Background: an optimization exercise with open tools, aiming at small area, a short achievable clock period and few clock cycles. Do not read the settings as production practice.
Function was checked by simulation only, so behaviour that the tests miss may differ from the original.
Power figures rest on the tool's default switching activity, not on a simulated workload.

<file path="flow/config.mk">
export PLATFORM = sky130hd
export DESIGN_NAME = kiss_frame_receiver_core
export DESIGN_NICKNAME = kiss_frame_receiver_core
export VERILOG_FILES = /design/flow/design.v
export SDC_FILE = /design/flow/constraint.sdc
export NUM_CORES = 8
export LEC_CHECK = 0
export CAP_MARGIN = 20
export CORE_MARGIN = 2
export CORE_UTILIZATION = 45
export SLEW_MARGIN = 20
export SYNTH_MEMORY_MAX_BITS = 16384
</file>
<file path="flow/constraint.sdc">
create_clock -name core_clock -period 8.5 [get_ports {clock}]
set_input_delay 1.7000 -clock core_clock [delete_from_list [all_inputs] [get_ports {clock}]]
set_output_delay 1.7000 -clock core_clock [all_outputs]
set_load 0.01 [all_outputs]
</file>
<file path="flow/design.v">
`timescale 1ns / 1ps
package kfr_pkg;
   localparam int BUF_DEPTH_DEFAULT = 512;
   localparam int CMD_W   = 2;
   localparam int BYTE_W  = 8;
   localparam int INDEX_W = 9;
   localparam int LEN_W   = 9;
   localparam int EV_W    = 2;
   localparam logic [BYTE_W-1:0] FEND  = 8'hC0;
   localparam logic [BYTE_W-1:0] FESC  = 8'hDB;
   localparam logic [BYTE_W-1:0] TFEND = 8'hDC;
   localparam logic [BYTE_W-1:0] TFESC = 8'hDD;
   localparam logic [BYTE_W-1:0] CMD_NIBBLE_MASK = 8'h0F;
   localparam int                MIN_FRAME_LEN   = 16;
   localparam int                LAST_CHECKED    = 13;
   localparam logic [LEN_W-1:0]  LEN_MAX         = 9'h1FF;
   localparam int             CHK_W   = 4;
   localparam logic [CHK_W-1:0] CHK_LAST = 4'(LAST_CHECKED);
   localparam logic [CHK_W-1:0] CHK_END  = 4'(LAST_CHECKED + 1);
   localparam logic [CMD_W-1:0] CMD_BYTE    = 2'd0;
   localparam logic [CMD_W-1:0] CMD_READ    = 2'd1;
   localparam logic [CMD_W-1:0] CMD_RELEASE = 2'd2;
   localparam logic [EV_W-1:0] EV_NONE    = 2'd0;
   localparam logic [EV_W-1:0] EV_ACCEPT  = 2'd1;
   localparam logic [EV_W-1:0] EV_DISCARD = 2'd2;
   typedef enum logic [2:0] {
      ST_IDLE,
      ST_EXEC,
      ST_REDUCE,
      ST_RD_WAIT,
      ST_ESC,
      ST_CHECK,
      ST_DONE
   } state_type;
   typedef struct packed {
      logic rd_en;
      logic wr_en;
      logic bank;
   } mem_ctl_type;
endpackage
`timescale 1ns / 1ps
import kfr_pkg::*;
module kfr_frame_mem #(
   parameter  int BUF_DEPTH = kfr_pkg::BUF_DEPTH_DEFAULT,
   localparam int AW        = $clog2(BUF_DEPTH)
) (
   input  logic                       clock,
   input  kfr_pkg::mem_ctl_type       ctl,
   input  logic [AW-1:0]              addr,
   input  logic [kfr_pkg::BYTE_W-1:0] wr_data,
   output logic [kfr_pkg::BYTE_W-1:0] rd_data
);
   logic [BYTE_W-1:0] store_a_ff [BUF_DEPTH];
   logic [BYTE_W-1:0] store_b_ff [BUF_DEPTH];
   logic [BYTE_W-1:0] rd_a_ff;
   logic [BYTE_W-1:0] rd_b_ff;
   logic              rd_bank_ff;
   always_ff @(posedge clock) begin
      if (ctl.wr_en && !ctl.bank) begin
         store_a_ff[addr] <= wr_data;
      end
      if (ctl.wr_en && ctl.bank) begin
         store_b_ff[addr] <= wr_data;
      end
   end
   always_ff @(posedge clock) begin
      if (ctl.rd_en) begin
         rd_a_ff    <= store_a_ff[addr];
         rd_b_ff    <= store_b_ff[addr];
         rd_bank_ff <= ctl.bank;
      end
   end
   assign rd_data = rd_bank_ff ? rd_b_ff : rd_a_ff;
endmodule
`timescale 1ns / 1ps
import kfr_pkg::*;
module kiss_frame_receiver_core #(
   parameter  int BUF_DEPTH = kfr_pkg::BUF_DEPTH_DEFAULT,
   localparam int AW        = $clog2(BUF_DEPTH)
) (
   input  logic                        clock,
   input  logic                        reset,
   input  logic                        req_valid,
   output logic                        req_ready,
   input  logic [kfr_pkg::CMD_W-1:0]   req_command,
   input  logic [kfr_pkg::BYTE_W-1:0]  req_rx_byte,
   input  logic [kfr_pkg::INDEX_W-1:0] req_read_index,
   output logic                        rsp_valid,
   input  logic                        rsp_ready,
   output logic                        rsp_frame_ready,
   output logic [kfr_pkg::LEN_W-1:0]   rsp_frame_length,
   output logic [kfr_pkg::BYTE_W-1:0]  rsp_read_data,
   output logic [kfr_pkg::EV_W-1:0]    rsp_event_res
);
   localparam int PW = (INDEX_W + 1 > AW + 1) ? INDEX_W + 1 : AW + 1;
   localparam int LW = (AW > LEN_W) ? AW : LEN_W;
   kfr_pkg::state_type       state_ff, state_in;
   logic [CMD_W-1:0]  cmd_ff, cmd_in;
   logic [BYTE_W-1:0] byte_ff, byte_in;
   logic [PW-1:0]     pos_ff, pos_in;
   logic              bank_ff, bank_in;
   logic [AW-1:0]     main_head_ff, main_head_in;
   logic [AW-1:0]     spare_head_ff, spare_head_in;
   logic              held_ff, held_in;
   logic [CHK_W-1:0]  chk_cnt_ff, chk_cnt_in;
   logic              fail_ff, fail_in;
   logic [EV_W-1:0]   ev_ff, ev_in;
   logic [BYTE_W-1:0] data_ff, data_in;
   logic              rsp_valid_ff, rsp_valid_in;
   logic              rsp_ready_ff, rsp_ready_in;
   logic [LEN_W-1:0]  rsp_len_ff, rsp_len_in;
   logic [BYTE_W-1:0] rsp_data_ff, rsp_data_in;
   logic [EV_W-1:0]   rsp_ev_ff, rsp_ev_in;
   kfr_pkg::mem_ctl_type mem_ctl;
   logic [AW-1:0]     mem_addr;
   logic [BYTE_W-1:0] mem_wr_data;
   logic [BYTE_W-1:0] mem_rd_data;
   logic              req_accept;
   logic              out_free;
   logic              bank_cur;
   logic [AW-1:0]     head_cur;
   logic [AW-1:0]     head_prev;
   logic [AW-1:0]     head_next;
   logic              esc_cand;
   logic              pos_wraps;
   logic              chk_bad;
   logic              chk_fail;
   logic [LW-1:0]     len_wide;
   logic [LEN_W-1:0]  len_sat;
   kfr_frame_mem #(
      .BUF_DEPTH (BUF_DEPTH)
   ) u_mem (
      .clock   (clock),
      .ctl     (mem_ctl),
      .addr    (mem_addr),
      .wr_data (mem_wr_data),
      .rd_data (mem_rd_data)
   );
   assign req_ready  = (state_ff == ST_IDLE);
   assign req_accept = req_valid && req_ready;
   assign out_free   = !rsp_valid_ff || rsp_ready;
   assign bank_cur  = held_ff ? !bank_ff : bank_ff;
   assign head_cur  = held_ff ? spare_head_ff : main_head_ff;
   assign head_prev = head_cur - 1'b1;
   assign head_next = (head_cur == AW'(BUF_DEPTH - 1)) ? '0 : head_cur + 1'b1;
   assign esc_cand  = (head_cur != '0) && ((byte_ff == TFEND) || (byte_ff == TFESC));
   assign pos_wraps = (pos_ff >= PW'(BUF_DEPTH));
   assign chk_bad  = (chk_cnt_ff == 4'd1) ? ((mem_rd_data & CMD_NIBBLE_MASK) != '0)
                                          : mem_rd_data[0];
   assign chk_fail = fail_ff || ((chk_cnt_ff != '0) && chk_bad);
   assign len_wide = LW'(main_head_ff) - 1'b1;
   assign len_sat  = (len_wide > LW'(LEN_MAX)) ? LEN_MAX : len_wide[LEN_W-1:0];
   always_comb begin
      state_in = state_ff;
      unique case (state_ff)
         ST_IDLE: begin
            if (req_accept) begin
               state_in = ST_EXEC;
            end
         end
         ST_EXEC: begin
            if (cmd_ff == CMD_READ) begin
               state_in = ST_REDUCE;
            end else if ((cmd_ff == CMD_BYTE) && (byte_ff == FEND)) begin
               if (!held_ff && (main_head_ff >= AW'(MIN_FRAME_LEN))) begin
                  state_in = ST_CHECK;
               end else begin
                  state_in = ST_DONE;
               end
            end else if ((cmd_ff == CMD_BYTE) && esc_cand) begin
               state_in = ST_ESC;
            end else begin
               state_in = ST_DONE;
            end
         end
         ST_REDUCE: begin
            if (!pos_wraps) begin
               state_in = ST_RD_WAIT;
            end
         end
         ST_RD_WAIT: state_in = ST_DONE;
         ST_ESC:     state_in = ST_DONE;
         ST_CHECK: begin
            if (chk_cnt_ff == CHK_END) begin
               state_in = ST_DONE;
            end
         end
         ST_DONE: begin
            if (out_free) begin
               state_in = ST_IDLE;
            end
         end
         default: state_in = ST_IDLE;
      endcase
   end
   always_comb begin
      cmd_in        = cmd_ff;
      byte_in       = byte_ff;
      pos_in        = pos_ff;
      bank_in       = bank_ff;
      main_head_in  = main_head_ff;
      spare_head_in = spare_head_ff;
      held_in       = held_ff;
      chk_cnt_in    = chk_cnt_ff;
      fail_in       = fail_ff;
      ev_in         = ev_ff;
      data_in       = data_ff;
      rsp_valid_in  = rsp_valid_ff && !rsp_ready;
      rsp_ready_in  = rsp_ready_ff;
      rsp_len_in    = rsp_len_ff;
      rsp_data_in   = rsp_data_ff;
      rsp_ev_in     = rsp_ev_ff;
      mem_ctl       = '0;
      mem_ctl.bank  = bank_cur;
      mem_addr      = head_cur;
      mem_wr_data   = byte_ff;
      unique case (state_ff)
         ST_IDLE: begin
            if (req_accept) begin
               cmd_in  = req_command;
               byte_in = req_rx_byte;
               pos_in  = PW'(req_read_index) + 1'b1;
               ev_in   = EV_NONE;
               data_in = '0;
            end
         end
         ST_EXEC: begin
            if (cmd_ff == CMD_RELEASE) begin
               if (held_ff) begin
                  bank_in       = !bank_ff;
                  main_head_in  = spare_head_ff;
                  spare_head_in = '0;
                  held_in       = 1'b0;
               end
            end else if ((cmd_ff == CMD_BYTE) && (byte_ff == FEND)) begin
               if (held_ff) begin
                  spare_head_in = '0;
               end else if (main_head_ff == '0) begin
                  ev_in = EV_NONE;
               end else if (main_head_ff < AW'(MIN_FRAME_LEN)) begin
                  main_head_in = '0;
                  ev_in        = EV_DISCARD;
               end else begin
                  chk_cnt_in = '0;
                  fail_in    = 1'b0;
               end
            end else if (cmd_ff == CMD_BYTE) begin
               if (esc_cand) begin
                  mem_ctl.rd_en = 1'b1;
                  mem_addr      = head_prev;
               end else begin
                  mem_ctl.wr_en = 1'b1;
                  if (held_ff) begin
                     spare_head_in = head_next;
                  end else begin
                     main_head_in = head_next;
                  end
               end
            end
         end
         ST_ESC: begin
            mem_ctl.wr_en = 1'b1;
            if (mem_rd_data == FESC) begin
               mem_addr    = head_prev;
               mem_wr_data = (byte_ff == TFEND) ? FEND : FESC;
            end else if (held_ff) begin
               spare_head_in = head_next;
            end else begin
               main_head_in = head_next;
            end
         end
         ST_REDUCE: begin
            mem_ctl.bank = bank_ff;
            mem_addr     = pos_ff[AW-1:0];
            if (pos_wraps) begin
               pos_in = pos_ff - PW'(BUF_DEPTH);
            end else begin
               mem_ctl.rd_en = 1'b1;
            end
         end
         ST_RD_WAIT: begin
            data_in = mem_rd_data;
         end
         ST_CHECK: begin
            mem_ctl.bank  = bank_ff;
            mem_ctl.rd_en = (chk_cnt_ff <= CHK_LAST);
            mem_addr      = AW'(chk_cnt_ff);
            chk_cnt_in    = chk_cnt_ff + 1'b1;
            fail_in       = chk_fail;
            if (chk_cnt_ff == CHK_END) begin
               if (chk_fail) begin
                  main_head_in = '0;
                  ev_in        = EV_DISCARD;
               end else begin
                  held_in       = 1'b1;
                  spare_head_in = '0;
                  ev_in         = EV_ACCEPT;
               end
            end
         end
         ST_DONE: begin
            if (out_free) begin
               rsp_valid_in = 1'b1;
               rsp_ready_in = held_ff;
               rsp_len_in   = (held_ff && (main_head_ff != '0)) ? len_sat : '0;
               rsp_data_in  = data_ff;
               rsp_ev_in    = ev_ff;
            end
         end
         default: begin
         end
      endcase
   end
   always_ff @(posedge clock) begin
      if (reset) begin
         state_ff      <= ST_IDLE;
         bank_ff       <= 1'b0;
         main_head_ff  <= '0;
         spare_head_ff <= '0;
         held_ff       <= 1'b0;
         rsp_valid_ff  <= 1'b0;
      end else begin
         state_ff      <= state_in;
         bank_ff       <= bank_in;
         main_head_ff  <= main_head_in;
         spare_head_ff <= spare_head_in;
         held_ff       <= held_in;
         rsp_valid_ff  <= rsp_valid_in;
      end
   end
   always_ff @(posedge clock) begin
      cmd_ff       <= cmd_in;
      byte_ff      <= byte_in;
      pos_ff       <= pos_in;
      chk_cnt_ff   <= chk_cnt_in;
      fail_ff      <= fail_in;
      ev_ff        <= ev_in;
      data_ff      <= data_in;
      rsp_ready_ff <= rsp_ready_in;
      rsp_len_ff   <= rsp_len_in;
      rsp_data_ff  <= rsp_data_in;
      rsp_ev_ff    <= rsp_ev_in;
   end
   assign rsp_valid        = rsp_valid_ff;
   assign rsp_frame_ready  = rsp_ready_ff;
   assign rsp_frame_length = rsp_len_ff;
   assign rsp_read_data    = rsp_data_ff;
   assign rsp_event_res    = rsp_ev_ff;
endmodule
</file>
<file path="flow/run.sh">
#!/bin/bash
# synth_recipe.tcl (not shown) runs the flow's synth.tcl, then flattens the netlist and writes it again
# the make line also repeats each setting of config.mk as NAME=value (left out here)
make -C /OpenROAD-flow-scripts/flow DESIGN_CONFIG=/design/flow/config.mk WORK_HOME=/design/flow/orfs CLKGATE_MAP_FILE= SYNTH_SCRIPT=/design/flow/synth_recipe.tcl finish
</file>
==> results.sh <==
export IMPL_cpPeakStageDelay_ns=1.05
export IMPL_synthDistinctLibCells=103
export IMPL_status="no timing/DRC/antenna violations"
export IMPL_worstMarginPinSlew_ns=1.339
export IMPL_layout_commonest_cell="edfxtp_1"
export IMPL_period_share=0.9680
export IMPL_postSynthCellCount=23230
export IMPL_grtUsageTotal=0.3179
export IMPL_grt_overflow=0
export IMPL_fin_util=0.5073
export IMPL_path_max_fanout=30
export IMPL_postRouteAntennaNets=0
export IMPL_p_leak_uw=0.1258
export IMPL_synth_top_cell_by_area="edfxtp_1"
export IMPL_routedWlPerCell_um=36.42
export IMPL_routabilityCongestion=0.9575
export IMPL_arrival_ns=9.04
export IMPL_slowest_stage="nor4_1"
export IMPL_start_kind="flip-flop"
export IMPL_clk_pin_slew_ns=0.07
export IMPL_grt_pass1_wl_um=1685000
export IMPL_io_pin_count=45
export IMPL_synth_seq_cells=8288
export IMPL_antenna_found_initial=135
export IMPL_vias=224000
export IMPL_synth_edf_count=8264
export IMPL_cts_buffer_depth=4
export IMPL_p_total_uw=129200
export IMPL_drtIter0Drc=41930
export IMPL_critPathRequiredTime_ns=9.32
export IMPL_routed_wl_um=1236000
export IMPL_ctsHoldBuffers=0
export IMPL_ys_async_sr_fraction=0
export IMPL_cts_resized=0
export IMPL_hpwl_um=767600
export IMPL_cts_htree_levels=6
export IMPL_final_nets=23280
export IMPL_finalSetupViolCount=0
export IMPL_slew_headroom=0.1031
export IMPL_yosysWarningCount=2
export IMPL_cts_tree="built"
export IMPL_hold_violations=0
export IMPL_areaGrowthSynthToFinish_pct=12.25
export IMPL_vias_per_cell=6.600
export IMPL_synth_top_area_share=0.7412
export IMPL_rows=316
export IMPL_fin_skew_ns=0.08587
export IMPL_numCtsBuffers=815
export IMPL_multiInputGateArea_sq_um=78600
export IMPL_final_seq_area_sq_um=248600
export IMPL_port_buffers=44
export IMPL_syn_num_nets=23270
export IMPL_cts_setup_buffers=0
export IMPL_clk_latency_ns=1.25
export IMPL_rsz0062_at_grt="false"
export IMPL_vdd_ir_drop_max_v=0.0003159
export IMPL_fmax_mhz=121.5
export IMPL_drcViolationCount=0
export IMPL_dominantRegCellSynth="edfxtp_1"
export IMPL_crit_chain="buf_4 -> mux2i_1 -> o221ai_1 -> a22oi_1 -> o221a_4 -> nor2_4 -> nand2_2 -> buf_4 -> nor3_1 -> or4_1 -> nor4_1 -> nand4_1"
export IMPL_grt_max_degree=184
export IMPL_clock_sinks=8288
export IMPL_syn_area_sq_um=334800
export IMPL_powerDensity_nw_per_um2=343.7
export IMPL_fin_crit_ns=8.228
export IMPL_synth_area_per_cell_sq_um=14.41
export IMPL_synth_area_leaders="edfxtp_1 74%, nand2_1 5.9%, nand3_1 2.9%"
export IMPL_maxCapViolations=0
export IMPL_drt_pass1_iterations=10
export IMPL_min_path_type="flip-flop to flip-flop"
export IMPL_cts_root_buffer="clkbuf_16"
export IMPL_crit_top_cell="buf_4"
export IMPL_drv_slew=0
export IMPL_cp_top_family="simple AND/OR/NAND/NOR gates"
export IMPL_worst_setup_path_type="flip-flop to flip-flop"
export IMPL_die_y_um=866.6
export IMPL_die_x_um=866.6
export IMPL_crit_buf_inv=2
export IMPL_critPathCaptureType="flip-flop"
export IMPL_synth_seq_area_share=0.7426
export IMPL_nFillCells=61790
export IMPL_drive_above_1_share=0.1124
export IMPL_initial_core_util=0.4519
export IMPL_mostFrequentLayoutCells="8264 x edfxtp_1, 5189 x nand2_1, 1936 x nand3_1"
export IMPL_die_area_sq_um=751000
export IMPL_core_area_sq_um=740900
export IMPL_setup_tns_ns=0
export IMPL_grt_pass1_vias=203100
[worst reg2reg max path: stages (launching register included)]
cell	delay, ns
dfxtp_2	0.70
buf_4	0.38
mux2i_1	0.82
o221ai_1	0.29
a22oi_1	0.50
o221a_4	0.92
nor2_4	0.54
nand2_2	0.74
buf_4	0.46
nor3_1	0.31
or4_1	0.59
nor4_1	1.05
nand4_1	0.53
[registers in the layout, indices dropped and copies added, names as in the netlist, 2 cells and up]
register and cells:
u_mem.store_a_ff 4096, u_mem.store_b_ff 4096, pos_ff 10, main_head_ff 9, rsp_len_ff 9, spare_head_ff 9, byte_ff 8, data_ff 8
rsp_data_ff 8, u_mem.rd_a_ff 8, u_mem.rd_b_ff 8, chk_cnt_ff 4, state_ff 3, cmd_ff 2, ev_ff 2, rsp_ev_ff 2
[cells by family (layout without fill, tap and decap cells)]
group,count (synthesis),after routing,share of synthesized area
and+or+nand+nor,8977,8977,0.1125
DFF,8288,8288,0.7426
AOI/OAI and AO/OA,3298,3298,0.07883
buffers and inverters,1828,2512,0.02763
muxes,809,809,0.03750
xor gates and xnor gates,20,20,0.0005232
adders and majority gates,12,12,0.0004484
other,0,170,0
[worst paths after layout]
| path | from | cells after the start | to | slack [ns] |
|---|---|---|---|---|
| worst max register to register | held_ff$_SDFFE_PP0P_ | 12 | u_mem.rd_b_ff[0]$_DFFE_PP_ | 0.27 |
| worst min-delay path | data_ff[6]$_SDFFCE_PN0P_ | 0 | rsp_data_ff[6]$_DFFE_PP_ | 0.42 |
| worst max-delay path | held_ff$_SDFFE_PP0P_ | 12 | u_mem.rd_b_ff[0]$_DFFE_PP_ | 0.27 |
| worst min register to register | data_ff[6]$_SDFFCE_PN0P_ | 0 | rsp_data_ff[6]$_DFFE_PP_ | 0.42 |
[where the power goes]
group / leakage [uW] / switching [uW] / internal [uW]
clock: 0.0124 / 16000 / 19400
combinational: 0.0389 / 34600 / 12200
sequential: 0.0745 / 165 / 46900
[area by class of cell]
type	instances	area share
multi-input combinational	13120	0.2091
tap	9858	0.03282
inverter	14	0.0001398
sequential	8288	0.6615
clock buffer	1036	0.05686
timing repair buffer	1007	0.02738
antenna	170	0.001132
clock inverter	455	0.01100
[cells in the mapped netlist (all sizes together) (125+ instances only)]
| cell | instances |
|---|---|
| mux2i | 443 |
| and3 | 143 |
| buf | 1223 |
| edfxtp | 8264 |
| nand2 | 5268 |
| a31oi | 335 |
| o21ai | 125 |
| a311oi | 814 |
| nand3 | 1953 |
| mux4 | 355 |
| a211oi | 575 |
| nor2 | 1171 |
| a21oi | 228 |
| o211a | 572 |
| nor3 | 146 |
| clkbuf | 591 |
[through the flow]
stage	area, sq um	hold WS, ns	worst slack (ns)	std cells
global placement	349200	0.4149	-0.2408	32250
floorplan	334900	0.4003	-2.673	23230
global route	375500	0.4363	0.5691	33800
CTS	375300	0.4206	0.8850	33770
finish	375800	0.4195	0.2721	33940
detailed placement	349800	0.4098	0.9169	32280
[layer usage]
layer / up-vias / GRT usage / share of wire
li1: 89360 / - / -
met1: 113900 / 0.4345 / 0.37
met2: 17650 / 0.4507 / 0.43
met3: 3061 / 0.1066 / 0.15
met4: 60 / 0.1698 / 0.062
met5: - / 0.002667 / 0.00059
Testbench counts, summed over its fixed seeds: cycles 145,256.

==> re-timing with driven ports <==
No port has a modelled driver above. Below, the same layout with a new extraction and two added sets of constraints.
Step 1 (the two cells are an assumption about what drives the block):
set clk [get_ports {clock}]
set_driving_cell -lib_cell sky130_fd_sc_hd__clkbuf_16 $clk
set_driving_cell -lib_cell sky130_fd_sc_hd__buf_2 [delete_from_list [all_inputs] $clk]
Step 2 times the ports against the registers' clock, not the clock port: input delays grow and output delays shrink by t, the midpoint of the rising clock arrivals with the driver on.
Three values: ideal, step 1, step 2; two values: the first two.
shift t [ns]: 1.373
setup WS [ns]: 0.272 / 0.272 / 0.272
slew at the worst register clock pin (ns): 0.07 / 0.07
After both steps this run still meets setup and hold. For this run, drivers alone change the setup slack by 0.000 ns; drivers and shift together by 0.000 ns.
